This is an optimization exercise on Yosys and OpenROAD, whose aim is small area, a short achievable clock period and few clock cycles per item, not a production implementation.
The RTL was checked by simulation tests, not by an equivalence proof against the original design.

==> branch zinc: inputs <==
==> flow/design.v (excerpt) <==
module gf_mult_top
(
  input  logic     clk,
  input  logic     rst_n,
  input  logic     start,
  input  gf_field_pkg::gf_elem_t a,
  input  gf_field_pkg::gf_elem_t b,
  output gf_field_pkg::gf_elem_t p,
  output logic     done
);
==> module digit_feeder, before the edit <==
module digit_feeder
(
  input  logic      clk,
  input  logic      rst_n,
  input  logic      start,
  input  gf_field_pkg::gf_elem_t  a,
  input  gf_field_pkg::gf_elem_t  b,
  output gf_field_pkg::gf_elem_t  a_reg,
  output gf_field_pkg::gf_digit_t digit,
  output mult_seq_pkg::step_t     step,
  output logic      running
);
  localparam int D = gf_field_pkg::DIGIT_W;
  localparam int R = gf_field_pkg::REST_W;
  logic [R-1:0]                        b_sh;       
  gf_field_pkg::gf_digit_t             nxt;        
  always_ff @(posedge clk or negedge rst_n) begin
    if (!rst_n) begin
      running <= 1'b0;
      step    <= '0;
    end else begin
      running <= start;
      if (!start)
        step <= '0;
      else if (!running)
        step <= mult_seq_pkg::step_t'(1);
      else
        step <= step << 1;
    end
  end
  assign nxt = running ? b_sh[R-1 -: D] : D'(b[gf_field_pkg::FIELD_W-1:R]);
  always_ff @(posedge clk) begin
    if (!running) begin
      a_reg <= a;
      b_sh  <= b[R-1:0];
    end else begin
      b_sh  <= b_sh << D;
    end
    digit <= nxt;
  end
endmodule
==> module digit_mac, before the edit <==
module digit_mac
(
  input  logic      clk,
  input  gf_field_pkg::gf_elem_t  a_reg,
  input  gf_field_pkg::gf_digit_t digit,
  input  logic      first,
  output gf_field_pkg::gf_elem_t  acc,
  output gf_field_pkg::gf_elem_t  acc_next
);
  localparam int W  = gf_field_pkg::FIELD_W;
  localparam int D  = gf_field_pkg::DIGIT_W;
  localparam int WW = W + D;                    
  logic [W-1:0]  acc_fb;
  logic [WW-1:0] wide;
  assign acc_fb = first ? '0 : acc;
  localparam int H  = D / 2;                    
  localparam int NP = (W + D - 1) / D;          
  logic [NP*D-1:0] a_pad;
  logic [2*H-2:0]  p_hh [NP];
  logic [2*H-2:0]  p_ll [NP];
  logic [2*H-2:0]  p_mm [NP];
  logic [H-1:0]    d_sum;
  assign a_pad = (NP*D)'(a_reg);
  assign d_sum = digit[2*H-1:H] ^ digit[H-1:0];
  always_comb begin
    for (int m = 0; m < NP; m++) begin
      logic [H-1:0] a_l, a_h, a_s;
      a_l = a_pad[m*D +: H];
      a_h = a_pad[m*D + H +: H];
      a_s = a_l ^ a_h;
      p_hh[m] = '0;
      p_ll[m] = '0;
      p_mm[m] = '0;
      for (int i = 0; i < H; i++) begin
        p_hh[m] = p_hh[m] ^ ((2*H-1)'(a_h) << i & {(2*H-1){digit[H+i]}});
        p_ll[m] = p_ll[m] ^ ((2*H-1)'(a_l) << i & {(2*H-1){digit[i]}});
        p_mm[m] = p_mm[m] ^ ((2*H-1)'(a_s) << i & {(2*H-1){d_sum[i]}});
      end
    end
  end
  always_comb begin
    wide = {acc_fb, {D{1'b0}}};
    for (int m = 0; m < NP; m++) begin
      wide = wide ^ (WW'(p_ll[m]) << (m*D))
                  ^ (WW'(p_ll[m] ^ p_hh[m] ^ p_mm[m]) << (m*D + H))
                  ^ (WW'(p_hh[m]) << (m*D + 2*H));
    end
    if (D % 2 == 1)
      wide = wide ^ ((WW'(a_reg) << (D - 1)) & {WW{digit[D-1]}});
  end
  always_comb begin
    acc_next = wide[W-1:0];
    for (int j = 0; j < D; j++) begin
      acc_next[j]     = acc_next[j]     ^ wide[W+j];
      acc_next[j + 3] = acc_next[j + 3] ^ wide[W+j];
      acc_next[j + 6] = acc_next[j + 6] ^ wide[W+j];
      acc_next[j + 7] = acc_next[j + 7] ^ wide[W+j];
    end
  end
  always_ff @(posedge clk) acc <= acc_next;
endmodule
==> module gf_mult_top, before the edit <==
module gf_mult_top
(
  input  logic     clk,
  input  logic     rst_n,
  input  logic     start,
  input  gf_field_pkg::gf_elem_t a,
  input  gf_field_pkg::gf_elem_t b,
  output gf_field_pkg::gf_elem_t p,
  output logic     done
);
  gf_field_pkg::gf_elem_t              a_reg;
  gf_field_pkg::gf_digit_t             digit;
  mult_seq_pkg::step_t                 step;
  logic                                running;
  gf_field_pkg::gf_elem_t              acc;
  gf_field_pkg::gf_elem_t              acc_next;
  digit_feeder u_feeder (
    .clk     (clk),
    .rst_n   (rst_n),
    .start   (start),
    .a       (a),
    .b       (b),
    .a_reg   (a_reg),
    .digit   (digit),
    .step    (step),
    .running (running)
  );
  digit_mac u_mac (
    .clk      (clk),
    .a_reg    (a_reg),
    .digit    (digit),
    .first    (step[0]),
    .acc      (acc),
    .acc_next (acc_next)
  );
  result_stage u_result (
    .clk      (clk),
    .rst_n    (rst_n),
    .start    (start),
    .last     (step[gf_field_pkg::NUM_DIGITS-1]),
    .acc_next (acc_next),
    .p        (p),
    .done     (done)
  );
endmodule
==> module result_stage, before the edit <==
module result_stage
(
  input  logic     clk,
  input  logic     rst_n,
  input  logic     start,
  input  logic     last,
  input  gf_field_pkg::gf_elem_t acc_next,
  output gf_field_pkg::gf_elem_t p,
  output logic     done
);
  always_ff @(posedge clk or negedge rst_n) begin
    if (!rst_n) begin
      p    <= '0;
      done <= 1'b0;
    end else if (!start) begin
      done <= 1'b0;   
    end else if (last) begin
      p    <= acc_next;
      done <= 1'b1;
    end
  end
endmodule
Settings: LEC_CHECK=0, CAP_MARGIN=20, CORE_MARGIN=2, CORE_UTILIZATION=50, SETUP_SLACK_MARGIN=4.5, SLEW_MARGIN=20; clock period 8.0 ns.
run.sh (not shown) runs the stock make flow with config.mk's settings and CLKGATE_MAP_FILE= SYNTH_SCRIPT=/design/flow/synth_recipe.tcl, a recipe that flattens the netlist after the stock synthesis.
==> inputs of branch garnet, as changes to branch zinc <==
==> flow/design.v (replaced) <==
package gf_field_pkg;
  localparam int FIELD_W = 163;
  localparam int DIGIT_W = 33;
  localparam int NUM_DIGITS = 5;
  localparam int PAD_W = NUM_DIGITS * DIGIT_W;
  typedef logic [FIELD_W-1:0] gf_elem_t;
  typedef logic [DIGIT_W-1:0] gf_digit_t;
endpackage
package mult_seq_pkg;
  typedef logic [4:0] step_t;
endpackage
`timescale 1ns/1ns
module digit_feeder
(
  input  logic      clk,
  input  logic      rst_n,
  input  logic      start,
  input  gf_field_pkg::gf_elem_t  a,
  input  gf_field_pkg::gf_elem_t  b,
  output gf_field_pkg::gf_elem_t  a_reg,
  output logic [gf_field_pkg::FIELD_W:0] a_x1,
  output gf_field_pkg::gf_digit_t digit,
  output gf_field_pkg::gf_digit_t sel_a,
  output gf_field_pkg::gf_digit_t sel_b,
  output mult_seq_pkg::step_t     step,
  output logic      running
);
  logic [gf_field_pkg::PAD_W-1:0] b_sh;
  always_ff @(posedge clk or negedge rst_n) begin
    if (!rst_n) begin
      running <= 1'b0;
      step    <= '0;
    end else begin
      running <= start;
      if (!start)
        step <= '0;
      else if (!running)
        step <= mult_seq_pkg::step_t'(1);
      else
        step <= step << 1;
    end
  end
  always_ff @(posedge clk) begin
    if (!running) begin
      a_reg <= a;
      b_sh  <= gf_field_pkg::PAD_W'(b);
    end else begin
      b_sh  <= b_sh << gf_field_pkg::DIGIT_W;
    end
  end
  assign a_x1 = {a_reg, 1'b0} ^ {1'b0, a_reg};
  assign digit = b_sh[gf_field_pkg::PAD_W-1 -: gf_field_pkg::DIGIT_W];
  always_comb begin
    sel_a = '0;
    sel_b = '0;
    for (int g = 0; g < gf_field_pkg::DIGIT_W / 2; g++) begin
      sel_a[2*g]   =  digit[2*g] & ~digit[2*g+1];
      sel_a[2*g+1] = ~digit[2*g] &  digit[2*g+1];
      sel_b[g]     =  digit[2*g] &  digit[2*g+1];
    end
    if (gf_field_pkg::DIGIT_W % 2 == 1)
      sel_a[gf_field_pkg::DIGIT_W-1] = digit[gf_field_pkg::DIGIT_W-1];
  end
endmodule
`timescale 1ns/1ns
module digit_mac
(
  input  logic      clk,
  input  gf_field_pkg::gf_elem_t  a_reg,
  input  logic [gf_field_pkg::FIELD_W:0] a_x1,
  input  gf_field_pkg::gf_digit_t digit,
  input  gf_field_pkg::gf_digit_t sel_a,
  input  gf_field_pkg::gf_digit_t sel_b,
  input  logic      first,
  output gf_field_pkg::gf_elem_t  acc,
  output gf_field_pkg::gf_elem_t  acc_next
);
  localparam int W  = gf_field_pkg::FIELD_W;
  localparam int D  = gf_field_pkg::DIGIT_W;
  localparam int WW = W + D;                    
  logic [W-1:0]  acc_fb;
  logic [WW-1:0] wide;
  localparam int G = D / 2;                     
  logic [WW-1:0] pp [G];
  always_comb begin
    for (int g = 0; g < G; g++) begin
      pp[g] = ((WW'(a_reg) << (2*g))     & {WW{sel_a[2*g]}}) |
              ((WW'(a_reg) << (2*g + 1)) & {WW{sel_a[2*g+1]}})  |
              ((WW'(a_x1)  << (2*g))     & {WW{sel_b[g]}});
    end
  end
  always_comb begin
    wide = {acc_fb, {D{1'b0}}};
    for (int g = 0; g < G; g++)
      wide = wide ^ pp[g];
    if (D % 2 == 1)
      wide = wide ^ ((WW'(a_reg) << (D - 1)) & {WW{sel_a[D-1]}});
  end
  assign acc_fb = first ? '0 : acc;
  always_comb begin
    acc_next = wide[W-1:0];
    for (int j = 0; j < D; j++) begin
      acc_next[j]     = acc_next[j]     ^ wide[W+j];
      acc_next[j + 3] = acc_next[j + 3] ^ wide[W+j];
      acc_next[j + 6] = acc_next[j + 6] ^ wide[W+j];
      acc_next[j + 7] = acc_next[j + 7] ^ wide[W+j];
    end
  end
  always_ff @(posedge clk) acc <= acc_next;
endmodule
`timescale 1ns/1ns
module result_stage
(
  input  logic     clk,
  input  logic     rst_n,
  input  logic     start,
  input  logic     last,
  input  gf_field_pkg::gf_elem_t acc_next,
  output gf_field_pkg::gf_elem_t p,
  output logic     done
);
  always_ff @(posedge clk or negedge rst_n) begin
    if (!rst_n) begin
      p    <= '0;
      done <= 1'b0;
    end else if (!start) begin
      done <= 1'b0;   
    end else if (last) begin
      p    <= acc_next;
      done <= 1'b1;
    end
  end
endmodule
`timescale 1ns/1ns
module gf_mult_top
(
  input  logic     clk,
  input  logic     rst_n,
  input  logic     start,
  input  gf_field_pkg::gf_elem_t a,
  input  gf_field_pkg::gf_elem_t b,
  output gf_field_pkg::gf_elem_t p,
  output logic     done
);
  gf_field_pkg::gf_elem_t  a_reg;
  logic [gf_field_pkg::FIELD_W:0] a_x1;
  gf_field_pkg::gf_digit_t digit;
  gf_field_pkg::gf_digit_t sel_a;
  gf_field_pkg::gf_digit_t sel_b;
  mult_seq_pkg::step_t     step;
  logic                    running;
  gf_field_pkg::gf_elem_t  acc;
  gf_field_pkg::gf_elem_t  acc_next;
  digit_feeder u_feeder (
    .clk     (clk),
    .rst_n   (rst_n),
    .start   (start),
    .a       (a),
    .b       (b),
    .a_reg   (a_reg),
    .a_x1    (a_x1),
    .digit   (digit),
    .sel_a   (sel_a),
    .sel_b   (sel_b),
    .step    (step),
    .running (running)
  );
  digit_mac u_mac (
    .clk      (clk),
    .a_reg    (a_reg),
    .a_x1     (a_x1),
    .digit    (digit),
    .sel_a    (sel_a),
    .sel_b    (sel_b),
    .first    (step[0]),
    .acc      (acc),
    .acc_next (acc_next)
  );
  result_stage u_result (
    .clk      (clk),
    .rst_n    (rst_n),
    .start    (start),
    .last     (step[4]),
    .acc_next (acc_next),
    .p        (p),
    .done     (done)
  );
endmodule
CORE_UTILIZATION = 45   (was 50)
SETUP_SLACK_MARGIN = 5   (was 4.5)
SYNTH_HIERARCHICAL = 1   (was not set)
==> inputs of branch ember, as changes to branch zinc <==
==> flow/design.v (replaced) <==
package gf_field_pkg;
  localparam int FIELD_W = 163;
  localparam int DIGIT_W = 41;
  localparam int NUM_DIGITS = 4;
  localparam int REST_W = (NUM_DIGITS - 1) * DIGIT_W;
  localparam int TOP_W  = FIELD_W - REST_W;
  localparam int CHUNKS  = (FIELD_W + DIGIT_W - 1) / DIGIT_W;
  localparam int HALF_LO = DIGIT_W / 2;
  localparam int HALF_HI = DIGIT_W - HALF_LO;
  localparam int KARATSUBA_LEVELS = 1;
  typedef logic [FIELD_W-1:0] gf_elem_t;
  typedef logic [DIGIT_W-1:0] gf_digit_t;
endpackage
package mult_seq_pkg;
  localparam int NUM_STEPS = 4;
  typedef logic [NUM_STEPS-1:0] step_t;
endpackage
`timescale 1ns/1ns
module digit_feeder
(
  input  logic      clk,
  input  logic      rst_n,
  input  logic      start,
  input  gf_field_pkg::gf_elem_t  a,
  input  gf_field_pkg::gf_elem_t  b,
  output gf_field_pkg::gf_elem_t  a_reg,
  output logic [gf_field_pkg::CHUNKS*gf_field_pkg::HALF_HI-1:0] a_sum,
  output gf_field_pkg::gf_digit_t digit,
  output logic [gf_field_pkg::HALF_HI-1:0] d_sum,
  output mult_seq_pkg::step_t     step,
  output logic      running
);
  localparam int D = gf_field_pkg::DIGIT_W;
  localparam int R = gf_field_pkg::REST_W;
  localparam int C = gf_field_pkg::CHUNKS;
  localparam int L = gf_field_pkg::HALF_LO;
  localparam int U = gf_field_pkg::HALF_HI;
  logic [C*D-1:0] a_pad;
  logic [C*U-1:0] a_sum_in;
  logic [R-1:0]                        b_sh;       
  gf_field_pkg::gf_digit_t             nxt;        
  always_ff @(posedge clk or negedge rst_n) begin
    if (!rst_n) begin
      running <= 1'b0;
      step    <= '0;
    end else begin
      running <= start;
      if (!start)
        step <= '0;
      else if (!running)
        step <= mult_seq_pkg::step_t'(1);
      else
        step <= step << 1;
    end
  end
  assign nxt = running ? b_sh[R-1 -: D] : D'(b[gf_field_pkg::FIELD_W-1:R]);
  assign a_pad = (C*D)'(a);
  always_comb begin
    for (int m = 0; m < C; m++)
      a_sum_in[m*U +: U] = a_pad[m*D + L +: U] ^ U'(a_pad[m*D +: L]);
  end
  always_ff @(posedge clk) begin
    if (!running) begin
      a_reg <= a;
      a_sum <= a_sum_in;
      b_sh  <= b[R-1:0];
    end else begin
      b_sh  <= b_sh << D;
    end
    digit <= nxt;
    d_sum <= nxt[D-1:L] ^ U'(nxt[L-1:0]);
  end
endmodule
`timescale 1ns/1ns
module digit_mac
(
  input  logic      clk,
  input  gf_field_pkg::gf_elem_t  a_reg,
  input  logic [gf_field_pkg::CHUNKS*gf_field_pkg::HALF_HI-1:0] a_sum,
  input  gf_field_pkg::gf_digit_t digit,
  input  logic [gf_field_pkg::HALF_HI-1:0] d_sum,
  input  logic      first,
  output gf_field_pkg::gf_elem_t  acc,
  output gf_field_pkg::gf_elem_t  acc_next
);
  localparam int W  = gf_field_pkg::FIELD_W;
  localparam int D  = gf_field_pkg::DIGIT_W;
  localparam int WW = W + D;                    
  logic [W-1:0]  acc_fb;
  logic [WW-1:0] wide;
  assign acc_fb = first ? '0 : acc;
  localparam int NC = gf_field_pkg::CHUNKS;
  localparam int L  = gf_field_pkg::HALF_LO;
  localparam int U  = gf_field_pkg::HALF_HI;
  logic [NC*D-1:0] a_pad;
  logic [2*D-2:0]  prod [NC];
  assign a_pad = (NC*D)'(a_reg);
  for (genvar m = 0; m < NC; m++) begin : g_chunk
    logic [2*L-2:0] zl;
    logic [2*U-2:0] zh, zm;
    clmul_kara #(.N(L), .LEVELS(gf_field_pkg::KARATSUBA_LEVELS)) u_lo (
      .x (a_pad[m*D +: L]),
      .y (digit[L-1:0]),
      .z (zl)
    );
    clmul_kara #(.N(U), .LEVELS(gf_field_pkg::KARATSUBA_LEVELS)) u_hi (
      .x (a_pad[m*D + L +: U]),
      .y (digit[D-1:L]),
      .z (zh)
    );
    clmul_kara #(.N(U), .LEVELS(gf_field_pkg::KARATSUBA_LEVELS)) u_mid (
      .x (a_sum[m*U +: U]),
      .y (d_sum),
      .z (zm)
    );
    assign prod[m] = (2*D-1)'(zl)
                   ^ ((2*D-1)'(zm ^ zh ^ (2*U-1)'(zl)) << L)
                   ^ ((2*D-1)'(zh) << (2*L));
  end
  always_comb begin
    wide = {acc_fb, {D{1'b0}}};
    for (int m = 0; m < NC; m++)
      wide = wide ^ (WW'(prod[m]) << (m*D));
  end
  always_comb begin
    acc_next = wide[W-1:0];
    for (int j = 0; j < D; j++) begin
      acc_next[j]     = acc_next[j]     ^ wide[W+j];
      acc_next[j + 3] = acc_next[j + 3] ^ wide[W+j];
      acc_next[j + 6] = acc_next[j + 6] ^ wide[W+j];
      acc_next[j + 7] = acc_next[j + 7] ^ wide[W+j];
    end
  end
  always_ff @(posedge clk) acc <= acc_next;
endmodule
module clmul_kara #(
  parameter int N      = 28,
  parameter int LEVELS = 2
) (
  input  logic [N-1:0]   x,
  input  logic [N-1:0]   y,
  output logic [2*N-2:0] z
);
  if (LEVELS == 0 || N < 4) begin : g_school
    always_comb begin
      z = '0;
      for (int i = 0; i < N; i++)
        z = z ^ (((2*N-1)'(x) << i) & {(2*N-1){y[i]}});
    end
  end else begin : g_split
    localparam int L = N / 2;
    localparam int U = N - L;
    logic [2*L-2:0] zl;
    logic [2*U-2:0] zh, zm;
    clmul_kara #(.N(L), .LEVELS(LEVELS - 1)) u_lo (
      .x (x[L-1:0]),
      .y (y[L-1:0]),
      .z (zl)
    );
    clmul_kara #(.N(U), .LEVELS(LEVELS - 1)) u_hi (
      .x (x[N-1:L]),
      .y (y[N-1:L]),
      .z (zh)
    );
    clmul_kara #(.N(U), .LEVELS(LEVELS - 1)) u_mid (
      .x (x[N-1:L] ^ U'(x[L-1:0])),
      .y (y[N-1:L] ^ U'(y[L-1:0])),
      .z (zm)
    );
    assign z = (2*N-1)'(zl)
             ^ ((2*N-1)'(zm ^ zh ^ (2*U-1)'(zl)) << L)
             ^ ((2*N-1)'(zh) << (2*L));
  end
endmodule
`timescale 1ns/1ns
module result_stage
(
  input  logic     clk,
  input  logic     rst_n,
  input  logic     start,
  input  logic     last,
  input  gf_field_pkg::gf_elem_t acc,
  output gf_field_pkg::gf_elem_t p,
  output logic     done
);
  gf_field_pkg::gf_elem_t p_hold;    
  logic                   show;      
  always_ff @(posedge clk or negedge rst_n) begin
    if (!rst_n) begin
      p_hold <= '0;
      show   <= 1'b0;
      done   <= 1'b0;
    end else begin
      show <= start && last;
      if (show)
        p_hold <= acc;
      if (!start)
        done <= 1'b0;
      else if (last)
        done <= 1'b1;
    end
  end
  assign p = show ? acc : p_hold;
endmodule
`timescale 1ns/1ns
module gf_mult_top
(
  input  logic     clk,
  input  logic     rst_n,
  input  logic     start,
  input  gf_field_pkg::gf_elem_t a,
  input  gf_field_pkg::gf_elem_t b,
  output gf_field_pkg::gf_elem_t p,
  output logic     done
);
  gf_field_pkg::gf_elem_t              a_reg;
  gf_field_pkg::gf_digit_t             digit;
  logic [gf_field_pkg::CHUNKS*gf_field_pkg::HALF_HI-1:0] a_sum;
  logic [gf_field_pkg::HALF_HI-1:0]    d_sum;
  mult_seq_pkg::step_t                 step;
  logic                                running;
  gf_field_pkg::gf_elem_t              acc;
  gf_field_pkg::gf_elem_t              acc_next;
  digit_feeder u_feeder (
    .clk     (clk),
    .rst_n   (rst_n),
    .start   (start),
    .a       (a),
    .b       (b),
    .a_reg   (a_reg),
    .a_sum   (a_sum),
    .digit   (digit),
    .d_sum   (d_sum),
    .step    (step),
    .running (running)
  );
  digit_mac u_mac (
    .clk      (clk),
    .a_reg    (a_reg),
    .a_sum    (a_sum),
    .digit    (digit),
    .d_sum    (d_sum),
    .first    (step[0]),
    .acc      (acc),
    .acc_next (acc_next)
  );
  result_stage u_result (
    .clk      (clk),
    .rst_n    (rst_n),
    .start    (start),
    .last     (step[gf_field_pkg::NUM_DIGITS-1]),
    .acc      (acc),
    .p        (p),
    .done     (done)
  );
endmodule
==> flow/flow/run.sh (new file) <==
#!/bin/bash
set -euo pipefail
export BUFFER_PORTS_ARGS="-buffer_cell sky130_fd_sc_hd__buf_1"
bash standard.sh > standard.log 2>&1
==> flow/standard.sh (new file) <==
#!/bin/bash
# synth_recipe.tcl (not shown) runs the flow's synth.tcl, then flattens the netlist and writes it again
# the make line also repeats each setting of config.mk as NAME=value (left out here)
make -C /OpenROAD-flow-scripts/flow DESIGN_CONFIG=/design/flow/config.mk WORK_HOME=/design/flow/orfs CLKGATE_MAP_FILE= SYNTH_SCRIPT=/design/flow/synth_recipe.tcl "${@:-finish}"
removed: flow/run.sh
==> summary of the runs <==
Branch zinc completed with no timing, DRC or antenna violations. Branch ember finished clean. Branch garnet did not get past global routing (5_1_grt) with GRT-0116. Flip-flop and latch count: branch zinc is lower than branch ember (95). Area after synthesis, highest first: branch ember, branch garnet, branch zinc. Against branch ember, the count of clock-buffer cells in the layout of branch zinc is lower by 23. Clock skew: branch ember is higher than branch zinc (18 ps). Of branch zinc and branch ember, branch ember has the higher final area (gap 14%, measured against branch ember). In branch zinc the die area is lower than in branch ember, by about 15%.
Testbench counts of branch zinc, summed over its fixed seeds: cycles 3,072, items 384.
Testbench counts of branch garnet, summed over its fixed seeds: cycles 2,688, items 384.
Testbench counts of branch ember, summed over its fixed seeds: cycles 2,304, items 384.

[static timing again, ports no longer ideal]
The flow's constraints put no driver on any port. The routed layouts listed below were extracted and timed again, unchanged, in two steps.
Step 1 (the two cells are an assumption about what drives the block):
set clk [get_ports {clk}]
set_driving_cell -lib_cell sky130_fd_sc_hd__clkbuf_16 $clk
set_driving_cell -lib_cell sky130_fd_sc_hd__buf_2 [delete_from_list [all_inputs] $clk]
Step 2, shift: input delay + t, output delay - t, t = (earliest + latest rising clock arrival at the registers) / 2. This alone moves slack from input paths to output paths.
Slacks: ideal / step 1 / step 2; pairs: ideal / step 1.
run | shift t [ns] | slack for setup (ns) | hold WS [ns] | slew at the worst register clock pin (ns) | worst slew at a driven data input, ns
branch zinc | 0.815 | 4.431 / 4.427 / 3.813 | 0.447 / 0.447 / 0.447 | 0.08 / 0.08 | 0.10
branch ember | 0.863 | 4.132 / 4.036 / 4.396 | 0.440 / 0.440 / 0.440 | 0.10 / 0.10 | 0.07
After both steps setup and hold are still met in every run listed. The setup slack of branch zinc, which loses most, moves by -0.004 ns with the drivers and by -0.618 ns with both steps.
